This design comes from an exercise in tuning for small area, a short achievable clock period and few clock cycles per item on the open sky130 flow, not from production work. At most, simulation tests tie the RTL to the original design; equivalence was not proved. Power figures rest on the tool's default switching activity, not on a simulated workload.

==> run a <==
==> flow/design.v <==
package maf_pkg;
  localparam int SampleW = 16;
  localparam int CountW = 7;
  localparam int CfgIdxW = 1;
  localparam int CfgDataW = 7;
  typedef enum logic [0:0] {
    OP_SAMPLE = 1'b0,
    OP_CLEAR  = 1'b1
  } op_t;
  typedef enum logic [0:0] {
    REG_WINDOW = 1'b0,
    REG_RECENT = 1'b1
  } reg_idx_t;
  typedef struct packed {
    logic                       clear;
    logic signed [SampleW-1:0]  sample;
  } cmd_t;
  typedef enum logic [2:0] {
    ST_IDLE,
    ST_SUM,
    ST_DIV_AVG,
    ST_DIV_REC,
    ST_OUT
  } back_state_t;
endpackage
module maf_front (
  input  logic        clk,
  input  logic        shift,
  input  logic [15:0] sample_in,
  input  logic [5:0]  wm,
  input  logic [6:0]  osel,
  input  logic        full,
  input  logic [5:0]  raddr,
  output logic [15:0] oldest,
  output logic [15:0] rsel
);
  logic [15:0] sh [64];
  logic [15:0] seg_in [6];
  always_comb begin
    for (int j = 0; j < 6; j++) begin
      seg_in[j] = sh[0];
      for (int k = 5; k > j; k--)
        if (wm[k]) seg_in[j] = sh[(2 << k) - 1];
    end
    oldest = (osel[6] && full) ? sh[0] : 16'd0;
    for (int k = 0; k < 6; k++)
      oldest = oldest | ((osel[k] && full) ? sh[(2 << k) - 1] : 16'd0);
  end
  always_ff @(posedge clk) begin
    if (shift) begin
      sh[0] <= sample_in;
      for (int j = 0; j < 6; j++) begin
        sh[1 << j] <= seg_in[j];
        for (int p = (1 << j) + 1; p < (2 << j); p++) sh[p] <= sh[p-1];
      end
    end
  end
  assign rsel = sh[raddr];
endmodule
module maf_back (
  input  logic               clk,
  input  logic               rst,
  input  logic               in_valid,
  output logic               in_ready,
  input  logic [0:0]         in_op,
  input  logic [15:0]        in_sample,
  input  logic               cfg_valid,
  output logic               cfg_ready,
  input  logic [0:0]         cfg_index,
  input  logic [6:0]         cfg_data,
  output logic               out_valid,
  input  logic               out_ready,
  output logic [15:0]        out_average,
  output logic [15:0]        out_recent_average,
  output logic [6:0]         out_held_count
);
  function automatic logic [8:0] ks_sub8(input logic [7:0] x, input logic [7:0] y);
    logic [7:0] p, g, gg, pp, gn, pn;
    logic [8:0] c;
    p = x ^ ~y;
    g = x & ~y;
    gg = g;
    pp = p;
    for (int s = 1; s < 8; s = s * 2) begin
      gn = gg;
      pn = pp;
      for (int i = s; i < 8; i++) begin
        gn[i] = gg[i] | (pp[i] & gg[i-s]);
        pn[i] = pp[i] & pp[i-s];
      end
      gg = gn;
      pp = pn;
    end
    c[0] = 1'b1;
    for (int i = 0; i < 8; i++) c[i+1] = gg[i] | pp[i];
    ks_sub8 = {c[8], p ^ c[7:0]};
  endfunction
  function automatic logic [21:0] ks_add22(input logic [21:0] a, input logic [21:0] b);
    logic [21:0] p, g, gg, pp, gn, pn;
    logic [22:0] c;
    p = a ^ b;
    g = a & b;
    gg = g;
    pp = p;
    for (int s = 1; s < 22; s = s * 2) begin
      gn = gg;
      pn = pp;
      for (int i = s; i < 22; i++) begin
        gn[i] = gg[i] | (pp[i] & gg[i-s]);
        pn[i] = pp[i] & pp[i-s];
      end
      gg = gn;
      pp = pn;
    end
    c[0] = 1'b0;
    for (int i = 0; i < 22; i++) c[i+1] = gg[i];
    ks_add22 = p ^ c[21:0];
  endfunction
  function automatic logic [16:0] ks_sub16(input logic [15:0] x, input logic [15:0] y);
    logic [15:0] p, g, gg, pp, gn, pn;
    logic [16:0] c;
    p = x ^ ~y;
    g = x & ~y;
    gg = g;
    pp = p;
    for (int s = 1; s < 16; s = s * 2) begin
      gn = gg;
      pn = pp;
      for (int i = s; i < 16; i++) begin
        gn[i] = gg[i] | (pp[i] & gg[i-s]);
        pn[i] = pp[i] & pp[i-s];
      end
      gg = gn;
      pp = pn;
    end
    c[0] = 1'b1;
    for (int i = 0; i < 16; i++) c[i+1] = gg[i] | pp[i];
    ks_sub16 = {~c[16], p ^ c[15:0]};
  endfunction
  function automatic logic [13:0] inc14(input logic [13:0] x);
    logic [14:0] c;
    c[0] = 1'b1;
    for (int i = 0; i < 14; i++) c[i+1] = c[i] & x[i];
    inc14 = x ^ c[13:0];
  endfunction
  function automatic logic [22:0] r4step(input logic [21:0] w, input logic [6:0] d,
                                         input logic [7:0] d3);
    logic [8:0] x1, x2, x3;
    logic       ge1, ge2, ge3, rz;
    logic [5:0] rem;
    logic [7:0] x;
    x = w[21:14];
    x1 = ks_sub8(x, {1'b0, d});
    x2 = ks_sub8(x, {d, 1'b0});
    x3 = ks_sub8(x, d3);
    ge1 = x1[8];
    ge2 = x2[8];
    ge3 = x3[8];
    rz = (x == 8'd0) || (x == {1'b0, d}) || (x == {d, 1'b0}) || (x == d3);
    rem = ge3 ? x3[5:0] : ge2 ? x2[5:0] : ge1 ? x1[5:0] : x[5:0];
    r4step = {rz, rem, w[13:0], ge2, ge3 || (ge1 && !ge2)};
  endfunction
  function automatic logic [15:0] r4last(input logic [21:0] w, input logic [6:0] d,
                                         input logic [7:0] d3);
    logic [22:0] st;
    logic [13:0] hi, hi1;
    logic [1:0]  lo;
    logic        inc;
    st = r4step(w, d, d3);
    hi = w[13:0];
    hi1 = inc14(hi);
    lo = st[1:0];
    inc = !w[13] && !st[22];
    r4last = {(inc && lo == 2'b11) ? hi1 : hi, lo + {1'b0, inc}};
    r4last[15] = ~r4last[15];
  endfunction
  logic [6:0]  win;         
  logic [5:0]  wm;          
  logic [6:0]  osel;        
  logic [6:0]  rlen;        
  logic [7:0]  r3;          
  logic        rone;        
  logic        rok_base;    
  logic [6:0]  fill;        
  logic        full;        
  logic        fge_r;       
  logic        fge_r1;      
  logic [5:0]  age;         
  logic [5:0]  raddr;       
  logic [15:0] oldest, rsel;
  logic [15:0] pr;          
  logic [15:0] u0;
  logic        take;
  logic        adv;
  assign cfg_ready = 1'b1;
  assign take = in_valid && in_ready;
  assign u0 = {~in_sample[15], in_sample[14:0]};
  maf_front u_hist (
    .clk(clk), .shift(take), .sample_in(u0),
    .wm(wm), .osel(osel), .full(full), .raddr(raddr), .oldest(oldest), .rsel(rsel)
  );
  function automatic logic [5:0] amap(input logic [5:0] a, input logic [5:0] m);
    logic [5:0] k, x;
    k = a - 6'd1;
    x = k ^ m;
    amap = '0;
    if (a != '0) begin
      for (int j = 0; j < 6; j++)
        if (x[j]) amap = 6'(1 << j) | (k & 6'((1 << j) - 1));
    end
  endfunction
  function automatic logic [6:0] endsel(input logic [5:0] m);
    endsel = 7'b100_0000;
    for (int k = 5; k >= 0; k--)
      if (m[k]) endsel = 7'(1 << k);
  endfunction
  logic        c0, rok0;
  logic [6:0]  fa0;
  logic [16:0] dw0, dr0;
  assign c0 = (in_op == maf_pkg::OP_CLEAR);
  assign fa0 = c0 ? 7'd0 : full ? win : fill + 7'd1;
  assign rok0 = !c0 && rok_base && (full || fge_r1);
  assign dw0 = ks_sub16(u0, oldest);
  assign dr0 = ks_sub16(u0, (rok_base && fge_r) ? pr : 16'd0);
  logic       rc_busy, rc_v1, rc_v2;
  logic [5:0] rc_last;
  logic       cfg_w, cfg_r, rc_need;
  logic [6:0] rc_n, win_n, fill_n;
  assign cfg_w = cfg_valid && (cfg_index == maf_pkg::REG_WINDOW);
  assign cfg_r = cfg_valid && (cfg_index == maf_pkg::REG_RECENT);
  assign rc_n = (cfg_data < fill) ? cfg_data : fill;
  assign rc_need = (cfg_data != '0) && (cfg_data <= win) && (fill != '0);
  logic       f1_eq_w, f2_ge_r;
  assign f1_eq_w = ({1'b0, fill} + 8'd1 == {1'b0, win});
  assign f2_ge_r = ({1'b0, fill} + 8'd2 >= {1'b0, rlen});
  logic        v1, c1, rok1;
  logic [16:0] dw1, dr1;
  logic [6:0]  fa1;
  logic [21:0] tsum, rsum;
  logic        v2, rok2;
  logic [6:0]  fa2;
  logic [7:0]  fa2x3;
  logic [21:0] wa [8];
  logic [21:0] wr [8];
  logic [6:0]  fd [8];
  logic [7:0]  f3 [8];
  logic        rk [8];
  logic        vv [8];
  assign wa[0] = tsum;
  assign wr[0] = rsum;
  assign fd[0] = fa2;
  assign f3[0] = fa2x3;
  assign rk[0] = rok2;
  assign vv[0] = v2;
  for (genvar i = 0; i < 7; i++) begin : g_div
    logic [22:0] na, nr;
    logic [21:0] qa, qr;
    logic [6:0]  qf;
    logic [7:0]  q3;
    logic        qk, qv;
    assign na = r4step(wa[i], fd[i], f3[i]);
    assign nr = r4step(wr[i], rlen, r3);
    always_ff @(posedge clk) begin
      if (adv) begin
        qa <= na[21:0];
        qr <= nr[21:0];
        qf <= fd[i];
        q3 <= f3[i];
        qk <= rk[i];
      end
      if (rst) qv <= 1'b0;
      else if (adv) qv <= vv[i];
    end
    assign wa[i+1] = qa;
    assign wr[i+1] = qr;
    assign fd[i+1] = qf;
    assign f3[i+1] = q3;
    assign rk[i+1] = qk;
    assign vv[i+1] = qv;
  end
  logic [15:0] avg_n, rec_n;
  logic [38:0] res_n;
  assign avg_n = (fd[7] == '0) ? 16'd0 : r4last(wa[7], fd[7], f3[7]);
  assign rec_n = !rk[7] ? 16'd0 : r4last(wr[7], rlen, r3);
  assign res_n = {avg_n, rec_n, fd[7]};
  logic        hv, sv, push, pop;
  logic [38:0] head, skid;
  logic        hv_n, sv_n;
  assign push = adv && vv[7];
  assign pop = hv && out_ready;
  assign out_valid = hv;
  assign {out_average, out_recent_average, out_held_count} = head;
  always_comb begin
    hv_n = hv;
    sv_n = sv;
    if (!hv) begin
      hv_n = push;
    end else if (!sv) begin
      if (pop && !push) hv_n = 1'b0;
      if (!pop && push) sv_n = 1'b1;
    end else if (pop) begin
      sv_n = 1'b0;
    end
  end
  always_ff @(posedge clk) begin
    if ((!hv && push) || (hv && !sv && pop && push)) head <= res_n;
    else if (hv && sv && pop) head <= skid;
    if (hv && !sv && !pop && push) skid <= res_n;
  end
  always_comb begin
    win_n = win;
    fill_n = fill;
    if (take) fill_n = fa0;
    if (cfg_w) begin
      win_n = (cfg_data == '0) ? 7'd1 : (cfg_data > 7'd64) ? 7'd64 : cfg_data;
      fill_n = '0;
    end
  end
  always_ff @(posedge clk) begin
    if (adv) begin
      c1 <= c0;
      fa1 <= fa0;
      rok1 <= rok0;
      dw1 <= dw0;
      dr1 <= dr0;
      fa2 <= fa1;
      fa2x3 <= {1'b0, fa1} + {fa1, 1'b0};
      rok2 <= rok1;
    end
    raddr <= amap(age, wm);
    if (take) pr <= rone ? u0 : rsel;
    else if (rc_v1) pr <= rsel;
    if (rst) begin
      win <= 7'd64;
      wm <= 6'd63;
      osel <= 7'b000_0001;
      rlen <= 7'd1;
      r3 <= 8'd3;
      rone <= 1'b1;
      rok_base <= 1'b1;
      age <= 6'd63;
      fill <= '0;
      full <= 1'b0;
      fge_r <= 1'b0;
      fge_r1 <= 1'b1;
      tsum <= '0;
      rsum <= '0;
      v1 <= 1'b0;
      v2 <= 1'b0;
      hv <= 1'b0;
      sv <= 1'b0;
      adv <= 1'b1;
      in_ready <= 1'b1;
      rc_busy <= 1'b0;
      rc_v1 <= 1'b0;
      rc_v2 <= 1'b0;
      rc_last <= '0;
    end else begin
      hv <= hv_n;
      sv <= sv_n;
      adv <= !sv_n;
      fill <= fill_n;
      if (take) begin
        if (c0) begin
          full <= 1'b0;
          fge_r <= (rlen == '0);
          fge_r1 <= (rlen <= 7'd1);
        end else if (!full) begin
          full <= f1_eq_w;
          fge_r <= fge_r1;
          fge_r1 <= f2_ge_r;
        end
      end
      if (adv) begin
        v1 <= take;
        v2 <= v1;
        if (v1) begin
          if (c1) begin
            tsum <= '0;
            rsum <= '0;
          end else begin
            tsum <= ks_add22(tsum, {{5{dw1[16]}}, dw1});
            rsum <= ks_add22(rsum, {{5{dr1[16]}}, dr1});
          end
        end else if (rc_v2) begin
          rsum <= ks_add22(rsum, {6'd0, pr});
        end
      end
      rc_v1 <= rc_busy;
      rc_v2 <= rc_v1;
      if (rc_busy) begin
        if (age == rc_last) begin
          rc_busy <= 1'b0;
          age <= 6'(rlen - 7'd2);
        end else begin
          age <= age + 6'd1;
        end
      end
      if (cfg_w) begin
        win <= win_n;
        wm <= 6'(win_n - 7'd1);
        osel <= endsel(6'(win_n - 7'd1));
        full <= 1'b0;
        fge_r <= (rlen == '0);
        fge_r1 <= (rlen <= 7'd1);
        rok_base <= (rlen != '0) && (rlen <= win_n);
        tsum <= '0;
        rsum <= '0;
        rc_busy <= 1'b0;
        rc_v1 <= 1'b0;
        rc_v2 <= 1'b0;
        age <= 6'(rlen - 7'd2);
      end
      if (cfg_r) begin
        rlen <= cfg_data;
        r3 <= {1'b0, cfg_data} + {cfg_data, 1'b0};
        rone <= (cfg_data == 7'd1);
        rok_base <= (cfg_data != '0) && (cfg_data <= win);
        fge_r <= (fill >= cfg_data);
        fge_r1 <= ({1'b0, fill} + 8'd1 >= {1'b0, cfg_data});
        rsum <= '0;
        rc_busy <= rc_need;
        age <= rc_need ? 6'd0 : 6'(cfg_data - 7'd2);
        rc_last <= 6'(rc_n - 7'd1);
        rc_v1 <= 1'b0;
        rc_v2 <= 1'b0;
      end
      in_ready <= !sv_n && !(cfg_r && rc_need)
                  && !(rc_busy && !(cfg_w || cfg_r)) && !(rc_v1 && !(cfg_w || cfg_r));
    end
  end
endmodule
module moving_average_filter_unit (
  input  logic        clk,
  input  logic        rst,
  input  logic        in_valid,
  output logic        in_ready,
  input  logic [0:0]  in_op,
  input  logic [15:0] in_sample,
  input  logic        cfg_valid,
  output logic        cfg_ready,
  input  logic [0:0]  cfg_index,
  input  logic [6:0]  cfg_data,
  output logic        out_valid,
  input  logic        out_ready,
  output logic [15:0] out_average,
  output logic [15:0] out_recent_average,
  output logic [6:0]  out_held_count
);
  maf_back u_back (
    .clk(clk), .rst(rst), .in_valid(in_valid), .in_ready(in_ready),
    .in_op(in_op), .in_sample(in_sample),
    .cfg_valid(cfg_valid), .cfg_ready(cfg_ready), .cfg_index(cfg_index),
    .cfg_data(cfg_data),
    .out_valid(out_valid), .out_ready(out_ready), .out_average(out_average),
    .out_recent_average(out_recent_average), .out_held_count(out_held_count)
  );
endmodule
==> flow/run.sh <==
#!/bin/bash
# synth_recipe.tcl (not shown) runs the flow's synth.tcl, then flattens the netlist and writes it again
# the make line also repeats each setting of config.mk as NAME=value (left out here)
make -C /OpenROAD-flow-scripts/flow DESIGN_CONFIG=/design/flow/config.mk WORK_HOME=/design/flow/orfs CLKGATE_MAP_FILE= SYNTH_SCRIPT=/design/flow/synth_recipe.tcl finish
==> flow/config.mk <==
export PLATFORM = sky130hd
export DESIGN_NAME = moving_average_filter_unit
export DESIGN_NICKNAME = moving_average_filter_unit
export VERILOG_FILES = /design/flow/design.v
export SDC_FILE = /design/flow/constraint.sdc
export NUM_CORES = 4
export LEC_CHECK = 0
export CAP_MARGIN = 20
export CORE_MARGIN = 2
export CORE_UTILIZATION = 40
export SETUP_SLACK_MARGIN = 4.0
export SLEW_MARGIN = 20
==> flow/constraint.sdc <==
create_clock -name core_clock -period 7.0 [get_ports {clk}]
set_input_delay 1.4000 -clock core_clock [delete_from_list [all_inputs] [get_ports {clk}]]
set_output_delay 1.4000 -clock core_clock [all_outputs]
set_load 0.01 [all_outputs]
==> inputs of run b, as changes to run a <==
--- a/flow/design.v
+++ b/flow/design.v
@@ -28,9 +28,9 @@
   input  logic        shift,
   input  logic [15:0] sample_in,
   input  logic [5:0]  wm,
-  input  logic [6:0]  osel,
-  input  logic        full,
-  input  logic [5:0]  raddr,
+  input  logic [6:0]  osf,
+  input  logic [7:0]  rhi,
+  input  logic [7:0]  rlo,
   output logic [15:0] oldest,
   output logic [15:0] rsel
 );
@@ -42,9 +42,12 @@
       for (int k = 5; k > j; k--)
         if (wm[k]) seg_in[j] = sh[(2 << k) - 1];
     end
-    oldest = (osel[6] && full) ? sh[0] : 16'd0;
+    oldest = {16{osf[6]}} & sh[0];
     for (int k = 0; k < 6; k++)
-      oldest = oldest | ((osel[k] && full) ? sh[(2 << k) - 1] : 16'd0);
+      oldest = oldest | ({16{osf[k]}} & sh[(2 << k) - 1]);
+    rsel = '0;
+    for (int i = 0; i < 64; i++)
+      rsel = rsel | ({16{rhi[i >> 3] & rlo[i & 7]}} & sh[i]);
   end
   always_ff @(posedge clk) begin
     if (shift) begin
@@ -55,7 +58,6 @@
       end
     end
   end
-  assign rsel = sh[raddr];
 endmodule
 module maf_back (
   input  logic               clk,
@@ -74,11 +76,11 @@
   output logic [15:0]        out_recent_average,
   output logic [6:0]         out_held_count
 );
-  function automatic logic [8:0] ks_sub8(input logic [7:0] x, input logic [7:0] y);
+  function automatic logic [8:0] ks_sub8(input logic [7:0] x, input logic [7:0] ny);
     logic [7:0] p, g, gg, pp, gn, pn;
     logic [8:0] c;
-    p = x ^ ~y;
-    g = x & ~y;
+    p = x ^ ny;
+    g = x & ny;
     gg = g;
     pp = p;
     for (int s = 1; s < 8; s = s * 2) begin
@@ -143,30 +145,30 @@
     for (int i = 0; i < 14; i++) c[i+1] = c[i] & x[i];
     inc14 = x ^ c[13:0];
   endfunction
-  function automatic logic [22:0] r4step(input logic [21:0] w, input logic [6:0] d,
-                                         input logic [7:0] d3);
+  function automatic logic [22:0] r4step(input logic [21:0] w, input logic [7:0] n1,
+                                         input logic [7:0] n2, input logic [7:0] n3);
     logic [8:0] x1, x2, x3;
     logic       ge1, ge2, ge3, rz;
     logic [5:0] rem;
     logic [7:0] x;
     x = w[21:14];
-    x1 = ks_sub8(x, {1'b0, d});
-    x2 = ks_sub8(x, {d, 1'b0});
-    x3 = ks_sub8(x, d3);
+    x1 = ks_sub8(x, n1);
+    x2 = ks_sub8(x, n2);
+    x3 = ks_sub8(x, n3);
     ge1 = x1[8];
     ge2 = x2[8];
     ge3 = x3[8];
-    rz = (x == 8'd0) || (x == {1'b0, d}) || (x == {d, 1'b0}) || (x == d3);
+    rz = (x == 8'd0) || (x == ~n1) || (x == ~n2) || (x == ~n3);
     rem = ge3 ? x3[5:0] : ge2 ? x2[5:0] : ge1 ? x1[5:0] : x[5:0];
     r4step = {rz, rem, w[13:0], ge2, ge3 || (ge1 && !ge2)};
   endfunction
-  function automatic logic [15:0] r4last(input logic [21:0] w, input logic [6:0] d,
-                                         input logic [7:0] d3);
+  function automatic logic [15:0] r4last(input logic [21:0] w, input logic [7:0] n1,
+                                         input logic [7:0] n2, input logic [7:0] n3);
     logic [22:0] st;
     logic [13:0] hi, hi1;
     logic [1:0]  lo;
     logic        inc;
-    st = r4step(w, d, d3);
+    st = r4step(w, n1, n2, n3);
     hi = w[13:0];
     hi1 = inc14(hi);
     lo = st[1:0];
@@ -177,8 +179,11 @@
   logic [6:0]  win;         
   logic [5:0]  wm;          
   logic [6:0]  osel;        
+  logic [6:0]  osf;         
+  logic [6:0]  osel_n;
+  logic        full_n;
   logic [6:0]  rlen;        
-  logic [7:0]  r3;          
+  logic [7:0]  nr1, nr2, nr3;   
   logic        rone;        
   logic        rok_base;    
   logic [6:0]  fill;        
@@ -186,7 +191,9 @@
   logic        fge_r;       
   logic        fge_r1;      
   logic [5:0]  age;         
-  logic [5:0]  raddr;       
+  logic [7:0]  rhi, rlo;    
+  logic [5:0]  raddr;
+  assign raddr = amap(age, wm);
   logic [15:0] oldest, rsel;
   logic [15:0] pr;          
   logic [15:0] u0;
@@ -197,7 +204,7 @@
   assign u0 = {~in_sample[15], in_sample[14:0]};
   maf_front u_hist (
     .clk(clk), .shift(take), .sample_in(u0),
-    .wm(wm), .osel(osel), .full(full), .raddr(raddr), .oldest(oldest), .rsel(rsel)
+    .wm(wm), .osf(osf), .rhi(rhi), .rlo(rlo), .oldest(oldest), .rsel(rsel)
   );
   function automatic logic [5:0] amap(input logic [5:0] a, input logic [5:0] m);
     logic [5:0] k, x;
@@ -258,8 +265,8 @@
     logic [6:0]  qf;
     logic [7:0]  q3;
     logic        qk, qv;
-    assign na = r4step(wa[i], fd[i], f3[i]);
-    assign nr = r4step(wr[i], rlen, r3);
+    assign na = r4step(wa[i], ~{1'b0, fd[i]}, ~{fd[i], 1'b0}, ~f3[i]);
+    assign nr = r4step(wr[i], nr1, nr2, nr3);
     always_ff @(posedge clk) begin
       if (adv) begin
         qa <= na[21:0];
@@ -280,8 +287,8 @@
   end
   logic [15:0] avg_n, rec_n;
   logic [38:0] res_n;
-  assign avg_n = (fd[7] == '0) ? 16'd0 : r4last(wa[7], fd[7], f3[7]);
-  assign rec_n = !rk[7] ? 16'd0 : r4last(wr[7], rlen, r3);
+  assign avg_n = (fd[7] == '0) ? 16'd0 : r4last(wa[7], ~{1'b0, fd[7]}, ~{fd[7], 1'b0}, ~f3[7]);
+  assign rec_n = !rk[7] ? 16'd0 : r4last(wr[7], nr1, nr2, nr3);
   assign res_n = {avg_n, rec_n, fd[7]};
   logic        hv, sv, push, pop;
   logic [38:0] head, skid;
@@ -308,6 +315,27 @@
     if (hv && !sv && !pop && push) skid <= res_n;
   end
   always_comb begin
+    full_n = full;
+    osel_n = osel;
+    if (take) begin
+      if (c0) full_n = 1'b0;
+      else if (!full) full_n = f1_eq_w;
+    end
+    if (cfg_w) begin
+      full_n = 1'b0;
+      osel_n = endsel(6'(win_n - 7'd1));
+    end
+    if (rst) begin
+      full_n = 1'b0;
+      osel_n = 7'b000_0001;
+    end
+  end
+  always_ff @(posedge clk) begin
+    full <= full_n;
+    osel <= osel_n;
+    osf <= osel_n & {7{full_n}};
+  end
+  always_comb begin
     win_n = win;
     fill_n = fill;
     if (take) fill_n = fa0;
@@ -327,20 +355,21 @@
       fa2x3 <= {1'b0, fa1} + {fa1, 1'b0};
       rok2 <= rok1;
     end
-    raddr <= amap(age, wm);
+    rhi <= 8'(1 << raddr[5:3]);
+    rlo <= 8'(1 << raddr[2:0]);
     if (take) pr <= rone ? u0 : rsel;
     else if (rc_v1) pr <= rsel;
     if (rst) begin
       win <= 7'd64;
       wm <= 6'd63;
-      osel <= 7'b000_0001;
       rlen <= 7'd1;
-      r3 <= 8'd3;
+      nr1 <= ~8'd1;
+      nr2 <= ~8'd2;
+      nr3 <= ~8'd3;
       rone <= 1'b1;
       rok_base <= 1'b1;
       age <= 6'd63;
       fill <= '0;
-      full <= 1'b0;
       fge_r <= 1'b0;
       fge_r1 <= 1'b1;
       tsum <= '0;
@@ -362,11 +391,9 @@
       fill <= fill_n;
       if (take) begin
         if (c0) begin
-          full <= 1'b0;
           fge_r <= (rlen == '0);
           fge_r1 <= (rlen <= 7'd1);
         end else if (!full) begin
-          full <= f1_eq_w;
           fge_r <= fge_r1;
           fge_r1 <= f2_ge_r;
         end
@@ -399,8 +426,6 @@
       if (cfg_w) begin
         win <= win_n;
         wm <= 6'(win_n - 7'd1);
-        osel <= endsel(6'(win_n - 7'd1));
-        full <= 1'b0;
         fge_r <= (rlen == '0);
         fge_r1 <= (rlen <= 7'd1);
         rok_base <= (rlen != '0) && (rlen <= win_n);
@@ -413,7 +438,9 @@
       end
       if (cfg_r) begin
         rlen <= cfg_data;
-        r3 <= {1'b0, cfg_data} + {cfg_data, 1'b0};
+        nr1 <= ~{1'b0, cfg_data};
+        nr2 <= ~{cfg_data, 1'b0};
+        nr3 <= ~({1'b0, cfg_data} + {cfg_data, 1'b0});
         rone <= (cfg_data == 7'd1);
         rok_base <= (cfg_data != '0) && (cfg_data <= win);
         fge_r <= (fill >= cfg_data);
- CORE_UTILIZATION: 40 -> 55
- CTS_CLUSTER_DIAMETER: not set -> 90
- CTS_CLUSTER_SIZE: not set -> 22
- PLACE_DENSITY: not set -> 0.72
==> comparison table <==
metric	run b	run a
Clock Sinks	1737	1712
Hold Path Sink	u_back.g_div[2].qr[15]	u_back.g_div[4].qa[5]
Relative slew margins	17.7%	28.4%
Starting Density	55.6%	40.2%
Proportion of total power due to net switching	31.4%	31.0%
Reg-to-reg endpoint	u_back.head[21]	u_back.dw1[15]
Library cell contributing the largest single delay on the critical path	maj3_2	dfxtp_4
Post-CTS setup buffers	64	84
Cells after synthesis	5898	5976
Crit Path Class	in -> reg	reg -> reg
Diode insertion count for antenna repair	4	5
Die boundary height	385 microns	452 microns
Overall Power	27.4 mW	32.3 mW
Layout clock buffer count	129	229
Crit share post-route	46.1%	45.0%
Mean Syn Cell Area	13.6 sq um	13.4 sq um
Met3 track demand over resource in global routing	9.69%	5.49%
Portion of synthesized cell area occupied by the leading cell type	59.6%	59.5%
Worst hold slack after final layout	0.405 ns	0.403 ns
Internal power consumption	18.8 mW	22.3 mW
Layout multi-input combinational cell count	3703	3845
Run status	complete, no violations	complete, no violations
Origin of the worst setup path	cfg_data[5]	u_back.full
Switching power total	8.61 mW	10.0 mW
Non-clock buffering overhead in the final layout	3.02%	3.33%
Worst clock skew	0.0530 ns	0.0600 ns
Testbench counts of run a, summed over its fixed seeds: cycles 7,040, items 6,400.
The RTL of run b was laid out without a check of its function.

[separate check: timing with driven ports]
No port has a modelled driver above. Below, the same layouts with a new extraction and two added sets of constraints. Step 1 (the two cells are an assumption about what drives the block):
set clk [get_ports {clk}]
set_driving_cell -lib_cell sky130_fd_sc_hd__clkbuf_16 $clk
set_driving_cell -lib_cell sky130_fd_sc_hd__buf_2 [delete_from_list [all_inputs] $clk]
Step 2, shift: input delay + t, output delay - t, t = (earliest + latest rising clock arrival at the registers) / 2. This alone moves slack from input paths to output paths. a / b / c = ideal / step 1 / step 2; a / b = the first two.
run | t, ns | slack for setup (ns) | worst setup path after step 2 | latest minus earliest clock arrival (ns)
run a | 0.898 | 3.852 / 3.852 / 3.010 | input to register | 0.065 / 0.066
run b | 0.838 | 3.775 / 3.812 / 2.984 | input to register | 0.064 / 0.063
After both steps setup and hold are still met in every run listed. The setup slack of run a, which loses most, moves by 0.000 ns with the drivers and by -0.842 ns with both steps.
